Context: an optimization exercise on an open-source flow, tuned for small area, a short achievable clock period and few clock cycles per item. The choices shown serve that exercise and are no tape-out recipe. Function was checked by simulation only, so behaviour that the tests miss may differ from the original.

$ cat flow/design.v
`default_nettype none
package dmem_ctrl_pkg;
  localparam logic [2:0] F3_B  = 3'b000;
  localparam logic [2:0] F3_H  = 3'b001;
  localparam logic [2:0] F3_W  = 3'b010;
  localparam logic [2:0] F3_BU = 3'b100;
  localparam logic [2:0] F3_HU = 3'b101;
  localparam int STATE_W = 2;
  localparam logic [STATE_W-1:0] S_IDLE = 2'd0;
  localparam logic [STATE_W-1:0] S_WAIT = 2'd1;
  localparam logic [STATE_W-1:0] S_RESP = 2'd2;
endpackage
`default_nettype wire
`default_nettype none
import dmem_ctrl_pkg::*;
module dmem_lane_fmt
(
  input  logic        we,
  input  logic [2:0]  funct3,
  input  logic [1:0]  addr_lo,
  input  logic [31:0] wdata,
  output logic [3:0]  byte_en,
  output logic [31:0] wdata_lane,
  output logic        err
);
  logic w_illegal;
  logic w_misaligned;
  always_comb begin
    w_illegal    = 1'b0;
    w_misaligned = 1'b0;
    byte_en      = 4'b0000;
    wdata_lane[7:0]   = wdata[7:0];
    wdata_lane[15:8]  = addr_lo[0] ? wdata[7:0] : wdata[15:8];
    wdata_lane[23:16] = addr_lo[1] ? wdata[7:0] : wdata[23:16];
    wdata_lane[31:24] = addr_lo[1] ? (addr_lo[0] ? wdata[7:0] : wdata[15:8]) : wdata[31:24];
    case (funct3)
      F3_B: begin
        byte_en    = 4'b0001 << addr_lo;
      end
      F3_H: begin
        w_misaligned = addr_lo[0];
        byte_en      = addr_lo[1] ? 4'b1100 : 4'b0011;
      end
      F3_W: begin
        w_misaligned = |addr_lo;
        byte_en      = 4'b1111;
      end
      F3_BU: w_illegal = we;
      F3_HU: begin
        w_illegal    = we;
        w_misaligned = addr_lo[0];
      end
      default: w_illegal = 1'b1;
    endcase
    err = w_illegal | w_misaligned;
    if (err || !we) byte_en = 4'b0000;
  end
endmodule
module dmem_load_ext
(
  input  logic        zero,
  input  logic [2:0]  funct3,
  input  logic [1:0]  addr_lo,
  input  logic [31:0] rdata_raw,
  output logic [31:0] rdata_ext
);
  logic [7:0]  w_byte;
  logic [15:0] w_half;
  always_comb begin
    case (addr_lo)
      2'd0: w_byte = rdata_raw[7:0];
      2'd1: w_byte = rdata_raw[15:8];
      2'd2: w_byte = rdata_raw[23:16];
      default: w_byte = rdata_raw[31:24];
    endcase
    w_half = addr_lo[1] ? rdata_raw[31:16] : rdata_raw[15:0];
    case (funct3)
      F3_B:    rdata_ext = {{24{w_byte[7]}}, w_byte};
      F3_H:    rdata_ext = {{16{w_half[15]}}, w_half};
      F3_BU:   rdata_ext = {24'h0, w_byte};
      F3_HU:   rdata_ext = {16'h0, w_half};
      default: rdata_ext = rdata_raw;
    endcase
    if (zero) rdata_ext = 32'h0;
  end
endmodule
`default_nettype wire
`default_nettype none
module dmem_g_oai22 (input logic a1, a2, b1, b2, output logic y);
  assign y = !((a1 | a2) & (b1 | b2));
endmodule
module dmem_g_nor4 (input logic a, b, c, d, output logic y);
  assign y = !(a | b | c | d);
endmodule
module dmem_g_nand4 (input logic a, b, c, d, output logic y);
  assign y = !(a & b & c & d);
endmodule
module dmem_g_nand3 (input logic a, b, c, output logic y);
  assign y = !(a & b & c);
endmodule
module dmem_g_nand2 (input logic a, b, output logic y);
  assign y = !(a & b);
endmodule
module dmem_g_nor2 (input logic a, b, output logic y);
  assign y = !(a | b);
endmodule
module dmem_rd_bit
(
  input  logic [63:0] d_n,
  input  logic [63:0] sel_n,
  output logic        y
);
  logic [31:0] l1;
  logic [15:0] l2;
  logic [7:0]  l3;
  logic [3:0]  l4;
  for (genvar k = 0; k < 32; k++) begin : g_l1
    dmem_g_oai22 u (.a1(d_n[2*k]), .a2(sel_n[2*k]), .b1(d_n[2*k+1]), .b2(sel_n[2*k+1]), .y(l1[k]));
  end
  for (genvar j = 0; j < 16; j++) begin : g_l2
    dmem_g_nor2 u (.a(l1[2*j]), .b(l1[2*j+1]), .y(l2[j]));
  end
  for (genvar j = 0; j < 8; j++) begin : g_l3
    dmem_g_nand2 u (.a(l2[2*j]), .b(l2[2*j+1]), .y(l3[j]));
  end
  for (genvar j = 0; j < 4; j++) begin : g_l4
    dmem_g_nor2 u (.a(l3[2*j]), .b(l3[2*j+1]), .y(l4[j]));
  end
  dmem_g_nand4 u_l5 (.a(l4[0]), .b(l4[1]), .c(l4[2]), .d(l4[3]), .y(y));
endmodule
module dmem_sel
(
  input  logic [7:0]   hi,
  input  logic [7:0]   hi_n,
  input  logic [7:0]   lo,
  input  logic [3:0]   wbe,
  output logic [255:0] sel_n,
  output logic [255:0] we
);
  logic [31:0] lw_n;
  for (genvar k = 0; k < 8; k++) begin : g_lw
    for (genvar b = 0; b < 4; b++) begin : g_b
      dmem_g_nand2 u_lw (.a(lo[k]), .b(wbe[b]), .y(lw_n[4*k+b]));
    end
  end
  for (genvar i = 0; i < 64; i++) begin : g_w
    for (genvar b = 0; b < 4; b++) begin : g_b
      dmem_g_nand2 u_sn (.a(hi[i/8]), .b(lo[i%8]), .y(sel_n[4*i+b]));
      dmem_g_nor2  u_we (.a(hi_n[i/8]), .b(lw_n[4*(i%8)+b]), .y(we[4*i+b]));
    end
  end
endmodule
`default_nettype wire
`default_nettype none
import dmem_ctrl_pkg::*;
module dmem_ctrl
#(
  parameter  int DEPTH       = 64,
  parameter  int WAIT_STATES = 0,
  localparam int ADDR_W      = $clog2(DEPTH) + 2
) (
  input  logic              clk,
  input  logic              rst_n,
  input  logic              req_valid,
  output logic              req_ready,
  input  logic              req_we,
  input  logic [2:0]        req_funct3,
  input  logic [ADDR_W-1:0] req_addr,
  input  logic [31:0]       req_wdata,
  output logic              rsp_valid,
  input  logic              rsp_ready,
  output logic [31:0]       rsp_rdata,
  output logic              rsp_err
);
  logic               s1_v;
  logic [7:0]         s1_hi;
  logic [7:0]         s1_hi_n;
  logic [7:0]         s1_lo;
  logic [3:0]         s1_wbe;
  logic [31:0]        s1_lane_n;
  logic               s1_zero;
  logic               s1_err;
  logic [2:0]         s1_f3;
  logic [1:0]         s1_alo;
  logic               s2_v;
  logic               s2_zero;
  logic               s2_err;
  logic [2:0]         s2_f3;
  logic [1:0]         s2_lo;
  logic [31:0]        s2_raw;
  logic               s3_v;
  logic               s3_err;
  logic [31:0]        s3_rdata;
  logic               sk_v;
  logic               sk_err;
  logic [31:0]        sk_rdata;
  logic               r_ready;
  logic [31:0]        r_mem_n [0:DEPTH-1];    
  logic               w_take;
  logic               w_accept;
  logic               w_s1_move;
  logic               w_s1_load;
  logic               w_s2_move;
  logic               w_s3_load;
  logic               w_sk_load;
  logic               w_s1_v_nxt;
  logic               w_s2_v_nxt;
  logic               w_s3_v_nxt;
  logic               w_sk_v_nxt;
  logic [3:0]         w_byte_en;
  logic [31:0]        w_wdata_lane;
  logic               w_err;
  logic [31:0]        w_rd;
  logic [31:0]        w_rdata_ext;
  assign req_ready = r_ready;
  assign rsp_valid = s3_v;
  assign rsp_rdata = s3_rdata;
  assign rsp_err   = s3_err;
  assign w_take    = s3_v && rsp_ready;
  assign w_accept  = req_valid && r_ready;
  assign w_s2_move = s2_v && !(s3_v && sk_v && !w_take);
  assign w_s1_move = s1_v && (!s2_v || w_s2_move);
  assign w_s1_load = w_accept || w_s1_move;
  assign w_s3_load = !s3_v || w_take;
  assign w_sk_load = w_s2_move && (sk_v || (s3_v && !w_take));
  always_comb begin
    w_s3_v_nxt = s3_v;
    w_sk_v_nxt = sk_v;
    if (w_s3_load) begin
      w_s3_v_nxt = sk_v || s2_v;
      w_sk_v_nxt = sk_v && s2_v;
    end else if (w_s2_move) begin
      w_sk_v_nxt = 1'b1;
    end
    w_s2_v_nxt = w_s1_move || (s2_v && !w_s2_move);
    w_s1_v_nxt = w_accept || (s1_v && !w_s1_move);
  end
  always_ff @(posedge clk or negedge rst_n) begin
    if (!rst_n) begin
      s1_v    <= 1'b0;
      s2_v    <= 1'b0;
      s3_v    <= 1'b0;
      sk_v    <= 1'b0;
      r_ready <= 1'b0;
      s1_wbe  <= 4'b0000;
    end else begin
      s1_v    <= w_s1_v_nxt;
      s2_v    <= w_s2_v_nxt;
      s3_v    <= w_s3_v_nxt;
      sk_v    <= w_sk_v_nxt;
      r_ready <= !(w_s1_v_nxt && w_s2_v_nxt && w_s3_v_nxt && w_sk_v_nxt);
      if (w_s1_load) s1_wbe <= w_accept ? w_byte_en : 4'b0000;
    end
  end
  dmem_lane_fmt u_lane_fmt (
    .we         (req_we),
    .funct3     (req_funct3),
    .addr_lo    (req_addr[1:0]),
    .wdata      (req_wdata),
    .byte_en    (w_byte_en),
    .wdata_lane (w_wdata_lane),
    .err        (w_err)
  );
  always_ff @(posedge clk or negedge rst_n) begin
    if (!rst_n) begin
      s1_hi   <= 8'h00;
      s1_hi_n <= 8'hff;
      s1_lo   <= 8'h00;
    end else if (w_accept) begin
      for (int k = 0; k < 8; k++) begin
        s1_hi[k]   <= (req_addr[7:5] == 3'(k));
        s1_hi_n[k] <= (req_addr[7:5] != 3'(k));
        s1_lo[k]   <= (req_addr[4:2] == 3'(k));
      end
    end
  end
  always_ff @(posedge clk) begin
    if (w_accept) begin
      s1_lane_n <= ~w_wdata_lane;
      s1_err    <= w_err;
      s1_zero   <= w_err | req_we;
      s1_f3     <= req_funct3;
      s1_alo    <= req_addr[1:0];
    end
  end
  logic [255:0]     w_sel_n;
  logic [255:0]     w_we;
  dmem_sel u_sel (
    .hi    (s1_hi),
    .hi_n  (s1_hi_n),
    .lo    (s1_lo),
    .wbe   (s1_wbe),
    .sel_n (w_sel_n),
    .we    (w_we)
  );
  for (genvar b = 0; b < 32; b++) begin : g_rd
    logic [63:0] d;
    logic [63:0] s;
    for (genvar i = 0; i < DEPTH; i++) begin : g_d
      assign d[i] = r_mem_n[i][b];
      assign s[i] = w_sel_n[4*i + b/8];
    end
    dmem_rd_bit u_rd (.d_n(d), .sel_n(s), .y(w_rd[b]));
  end
  always_ff @(posedge clk) begin
    for (int i = 0; i < DEPTH; i++) begin
      for (int b = 0; b < 4; b++) begin
        if (w_we[4*i+b]) r_mem_n[i][8*b +: 8] <= s1_lane_n[8*b +: 8];
      end
    end
  end
  always_ff @(posedge clk) begin
    if (w_s1_move) begin
      s2_raw  <= w_rd;
      s2_err  <= s1_err;
      s2_zero <= s1_zero;
      s2_f3   <= s1_f3;
      s2_lo   <= s1_alo;
    end
  end
  dmem_load_ext u_load_ext (
    .zero      (s2_zero),
    .funct3    (s2_f3),
    .addr_lo   (s2_lo),
    .rdata_raw (s2_raw),
    .rdata_ext (w_rdata_ext)
  );
  always_ff @(posedge clk or negedge rst_n) begin
    if (!rst_n) begin
      s3_rdata <= 32'h0;
      s3_err   <= 1'b0;
    end else if (w_s3_load) begin
      s3_rdata <= sk_v ? sk_rdata : w_rdata_ext;
      s3_err   <= sk_v ? sk_err   : s2_err;
    end
  end
  always_ff @(posedge clk) begin
    if (w_sk_load) begin
      sk_rdata <= w_rdata_ext;
      sk_err   <= s2_err;
    end
  end
endmodule
`default_nettype wire
$ cat flow/flow/run.sh
#!/bin/bash
# Own layout flow: the standard flow (standard.sh), unchanged, except that
# - after the standard synthesis, flow/upsize.tcl gives the storage array's
#   write-enable and word-select gates a larger drive strength (same
#   logic), and
# - the delay cells (clkdlybuf4s*, dlygate4sd*, dlymetal6s*) are added to the
#   platform's don't-use list, so port buffering and timing repair use plain
#   buffers instead of slow delay cells.
# Every port still gets a buffer; synthesis is run first, on its own, exactly
# as standard.sh does it.
set -euo pipefail
bash standard.sh synth > synth.log 2>&1
SYNTH_ODB=orfs/results/sky130hd/dmem_ctrl/base/1_synth.odb \
  openroad -no_init -exit flow/upsize.tcl > upsize.log 2>&1
# the platform's own don't-use list (platforms/sky130hd/config.mk) ...
DU="sky130_fd_sc_hd__probe_p_8 sky130_fd_sc_hd__probec_p_8 sky130_fd_sc_hd__lpflow_bleeder_1 sky130_fd_sc_hd__lpflow_clkbufkapwr_1 sky130_fd_sc_hd__lpflow_clkbufkapwr_16 sky130_fd_sc_hd__lpflow_clkbufkapwr_2 sky130_fd_sc_hd__lpflow_clkbufkapwr_4 sky130_fd_sc_hd__lpflow_clkbufkapwr_8 sky130_fd_sc_hd__lpflow_clkinvkapwr_1 sky130_fd_sc_hd__lpflow_clkinvkapwr_16 sky130_fd_sc_hd__lpflow_clkinvkapwr_2 sky130_fd_sc_hd__lpflow_clkinvkapwr_4 sky130_fd_sc_hd__lpflow_clkinvkapwr_8 sky130_fd_sc_hd__lpflow_decapkapwr_12 sky130_fd_sc_hd__lpflow_decapkapwr_3 sky130_fd_sc_hd__lpflow_decapkapwr_4 sky130_fd_sc_hd__lpflow_decapkapwr_6 sky130_fd_sc_hd__lpflow_decapkapwr_8 sky130_fd_sc_hd__lpflow_inputiso0n_1 sky130_fd_sc_hd__lpflow_inputiso0p_1 sky130_fd_sc_hd__lpflow_inputiso1n_1 sky130_fd_sc_hd__lpflow_inputiso1p_1 sky130_fd_sc_hd__lpflow_inputisolatch_1 sky130_fd_sc_hd__lpflow_isobufsrc_1 sky130_fd_sc_hd__lpflow_isobufsrc_16 sky130_fd_sc_hd__lpflow_isobufsrc_2 sky130_fd_sc_hd__lpflow_isobufsrc_4 sky130_fd_sc_hd__lpflow_isobufsrc_8 sky130_fd_sc_hd__lpflow_isobufsrckapwr_16 sky130_fd_sc_hd__lpflow_lsbuf_lh_hl_isowell_tap_1 sky130_fd_sc_hd__lpflow_lsbuf_lh_hl_isowell_tap_2 sky130_fd_sc_hd__lpflow_lsbuf_lh_hl_isowell_tap_4 sky130_fd_sc_hd__lpflow_lsbuf_lh_isowell_4 sky130_fd_sc_hd__lpflow_lsbuf_lh_isowell_tap_1 sky130_fd_sc_hd__lpflow_lsbuf_lh_isowell_tap_2 sky130_fd_sc_hd__lpflow_lsbuf_lh_isowell_tap_4 "
# ... plus the delay cells
DU="$DU sky130_fd_sc_hd__clkdlybuf4s15_1 sky130_fd_sc_hd__clkdlybuf4s15_2"
DU="$DU sky130_fd_sc_hd__clkdlybuf4s18_1 sky130_fd_sc_hd__clkdlybuf4s18_2"
DU="$DU sky130_fd_sc_hd__clkdlybuf4s25_1 sky130_fd_sc_hd__clkdlybuf4s25_2"
DU="$DU sky130_fd_sc_hd__clkdlybuf4s50_1 sky130_fd_sc_hd__clkdlybuf4s50_2"
DU="$DU sky130_fd_sc_hd__dlygate4sd1_1 sky130_fd_sc_hd__dlygate4sd2_1 sky130_fd_sc_hd__dlygate4sd3_1"
DU="$DU sky130_fd_sc_hd__dlymetal6s2s_1 sky130_fd_sc_hd__dlymetal6s4s_1 sky130_fd_sc_hd__dlymetal6s6s_1"
bash standard.sh "DONT_USE_CELLS=$DU" finish > layout.log 2>&1
$ cat flow/flow/upsize.tcl
# Give the storage array's select and write-enable gates a drive strength to
# match their loads (8 flip-flop enables, or a row of read-mux gates), in the
# synthesized netlist before floorplanning. Logic is unchanged.
set odb $::env(SYNTH_ODB)
read_db $odb
set blk [ord::get_db_block]
set db [ord::get_db]
proc master {name} { return [$::db findMaster $name] }
set map [list {*u_we.y} sky130_fd_sc_hd__nor2_2 {*u_lw.y} sky130_fd_sc_hd__nand2_4]
array set n {}
foreach net [$blk getNets] {
  set nn [$net getName]
  foreach {pat cell} $map {
    if {[string match $pat $nn]} {
      foreach it [$net getITerms] {
        if {[$it isOutputSignal]} {
          set inst [$it getInst]
          set old [[$inst getMaster] getName]
          set want [master $cell]
          if {$want ne "NULL" && $old ne $cell} { $inst swapMaster $want; incr n($cell) }
        }
      }
    }
  }
}
# the read-mux word selects: nand2 gates that drive read-mux o22ai gates
foreach inst [$blk getInsts] {
  if {[[$inst getMaster] getName] ne "sky130_fd_sc_hd__nand2_1"} continue
  set hit 0
  foreach it [$inst getITerms] {
    if {[$it isOutputSignal] && [$it getNet] ne "NULL"} {
      foreach l [[$it getNet] getITerms] {
        if {[string match "*o22ai*" [[[$l getInst] getMaster] getName]]} { set hit 1 }
      }
    }
  }
  if {$hit} { $inst swapMaster [master sky130_fd_sc_hd__nand2_2]; incr n(sky130_fd_sc_hd__nand2_2) }
}
foreach k [array names n] { puts "swapped $n($k) to $k" }
write_db $odb
$ cat flow/standard.sh
#!/bin/bash
# synth_recipe.tcl (not shown) runs the flow's synth.tcl, then flattens the netlist and writes it again
# the make line also repeats each setting of config.mk as NAME=value (left out here)
make -C /OpenROAD-flow-scripts/flow DESIGN_CONFIG=/design/flow/config.mk WORK_HOME=/design/flow/orfs CLKGATE_MAP_FILE= SYNTH_SCRIPT=/design/flow/synth_recipe.tcl "${@:-finish}"
$ cat flow/config.mk
export PLATFORM = sky130hd
export DESIGN_NAME = dmem_ctrl
export DESIGN_NICKNAME = dmem_ctrl
export VERILOG_FILES = /design/flow/design.v
export SDC_FILE = /design/flow/constraint.sdc
export NUM_CORES = 4
export LEC_CHECK = 0
export CAP_MARGIN = 20
export CORE_MARGIN = 2
export CORE_UTILIZATION = 76
export CTS_CLUSTER_DIAMETER = 80
export CTS_CLUSTER_SIZE = 25
export SETUP_SLACK_MARGIN = 2.7
export SLEW_MARGIN = 20
export SYNTH_HIERARCHICAL = 1
$ cat flow/constraint.sdc
create_clock -name core_clock -period 5.0 [get_ports {clk}]
set_input_delay 1.0000 -clock core_clock [delete_from_list [all_inputs] [get_ports {clk}]]
set_output_delay 1.0000 -clock core_clock [all_outputs]
set_load 0.01 [all_outputs]
==> flow_metrics.tcl <==
set metrics [dict create \
    finalSetupViolations 0 \
    worstPathBufferInverterCount 1 \
    dp_slack_ns 1.98 \
    syn_area_um2 82600 \
    postSynthCellCount 5127 \
    finalHoldViolations 0 \
    gp_congestion 0.892 \
    min_path_type "input pin to async pin" \
    maxSlewViolCount 0 \
    r2r_setup_slack_ns 2.60 \
    start_util_pct 76.9 \
    reg2reg_depth 7 \
    crit_fanout 2 \
    crit_family "flip-flops" \
    post-route-util_pct 82.5 \
    timing.final.ws_setup_ns 2.57 \
    track_usage_pct 37.3 \
    overflow 0 \
    chipHeight_um 334 \
    core-area_um2 107000 \
    vias 49000 \
    first_iter_violations 8531 \
    rsz0062_at_grt "true" \
    whs_ns 0.339 \
    status "finished clean" \
    cp-start-kind "flip-flop" \
    wl_per_cell_um 30.2 \
    dp_hpwl_mm 124 \
    rows 120 \
    min_period_over_period_pct 48.5 \
    nets 5454 \
    insertion_delay_ns 0.73 \
    slew_headroom_pct 22.1 \
    slowest_stage "dfrtp_2" \
    vdd_drop_max_mv 0.477 \
    powerDensity_nw_per_um2 405 \
    io_pins 83 \
    fmax_mhz 412 \
    max_stage_delay_ns 0.52 \
    critPathRequiredTime_ns 4.00 \
    synth_area_per_cell_um2 16.1 \
    die_w_um 334 \
    path_clk_slew_ns 0.10 \
    tightest_slew_ns 1.17 \
    drive_gt1_share_pct 15.8 \
    clock_skew_ns 0.0296 \
    io_buffers 82 \
    r2r_start "s1_hi[2]" \
    antenna_found_initial 8 \
    yosysWarnings 10 \
    htree_levels 3 \
    cts_buffers 98 \
    cap_violations 0 \
    critical_path_class "flip-flop to output port" \
    multi_input_area_um2 15700 \
    fillers 5237 \
    grt_pass1_wl_mm 298 \
    clock-root-buffer "clkbuf_16" \
    area_delta_synth_final_pct 7.22 \
    drcViolationCount 0 \
    die_area_um2 111000 \
    reg2reg_to "s2_raw[14]" \
    clock_path_buffers 3 \
    final_cell_mix "edfxtp_1 (2159), o22ai_1 (1025), nor2_1 (646)" \
    cts_tree "yes" \
    wirelength_mm 208 \
    arrival_ns 1.43 \
    seq_area_um2 66600 \
    dr.pass1.iters 8 \
    antenna_left 0 \
    end_kind "output port" \
    viasPerCell 7.11 \
    tns_ns 0 \
    leakagePower_nw 28.7 \
    power.total_mw 35.9 \
    fin_crit_ns 2.43 \
    grt_start_max_net_pins 75 \
    syn_nets 5175 \
    first_global_vias 46500 \
    path_cells "buf_6" \
    final_common_cell "edfxtp_1" \
    cts_num_sinks 2225 \
]
[registers in the layout, indices dropped and copies added, names as in the netlist, 4 cells and up]
register / flops
r_mem_n: 2048
s1_lane_n: 32
s2_raw: 32
s3_rdata: 32
sk_rdata: 32
s1_hi: 8
s1_hi_n: 8
s1_lo: 8
s1_wbe: 4
[timing repair]
item                       in CTS  in global routing
buffers inserted               56                 12
setup endpoints to repair     932                279
pin swaps                       2                  4
cloned                          1                  1
hold endpoints to repair        0                  0
resized for setup              74                 45
hold buffers                    0                  0
[worst max-delay path by stage]
stage | startpoint | to | slack (ns) | cells after the start
after floorplan | rsp_ready | s2_err | 2.69 | 3
after global placement | rsp_ready | sk_rdata[13] | 2.00 | 5
after detailed placement | rsp_ready | sk_rdata[13] | 1.98 | 5
after CTS | s3_v | sk_rdata[16] | 2.53 | 4
after global routing | r_ready | req_ready | 2.58 | 1
final | r_ready | req_ready | 2.57 | 1
[power by group]
part	internal [mW]	total [mW]	switching, mW
sequential	21.6	22.7	1.05
combinational	1.06	4.05	3.00
clock	3.89	9.17	5.28
total	26.6	35.9	9.32
[final cells by class]
| class | count | area share [%] |
|---|---|---|
| Clock inverter | 1 | 0.00989 |
| Timing Repair Buffer | 220 | 1.63 |
| Sequential cell | 2225 | 75.2 |
| Clock buffer | 174 | 3.21 |
| Multi-Input combinational cell | 2820 | 17.8 |
| Inverter | 41 | 0.188 |
| Antenna cell | 5 | 0.0141 |
| Tap cell | 1403 | 1.98 |
[through the flow]
step	cells	instance area [µm²]
finish	6889	88500
CTS	6864	88100
floorplan	5127	82600
global route	6884	88500
detailed placement	6632	84800
global placement	6631	84700
[routing by layer]
layer | routed length [µm] | vias to the layer above | global-route usage, %
met5 | 42 | - | 0
met4 | 9270 | 6 | 14.0
met3 | 29600 | 556 | 8.32
met2 | 95900 | 3640 | 57.1
met1 | 73200 | 24100 | 54.1
li1 | - | 20700 | -
Testbench counts, summed over its fixed seeds: cycles 16,024, items 16,000.

## static timing again, ports no longer ideal
In the flow no input, the clock included, has a driving cell. The finished layout below was timed again as built, in two steps. Step 1, drivers: a clkbuf_16 drives clk and a buf_2 each remaining input, both assumed. Step 2 times the ports against the registers' clock, not the clock port: input delays grow and output delays shrink by t, the midpoint of the rising clock arrivals with the driver on. Three values: no drivers, after step 1, after step 2; two values: the first two.
t, ns: 0.799
slack for setup (ns): 2.574 / 2.496 / 2.053
latest minus earliest clock arrival (ns): 0.035 / 0.035
After both steps this run still meets setup and hold. For this run, drivers alone change the setup slack by -0.078 ns; drivers and shift together by -0.521 ns.
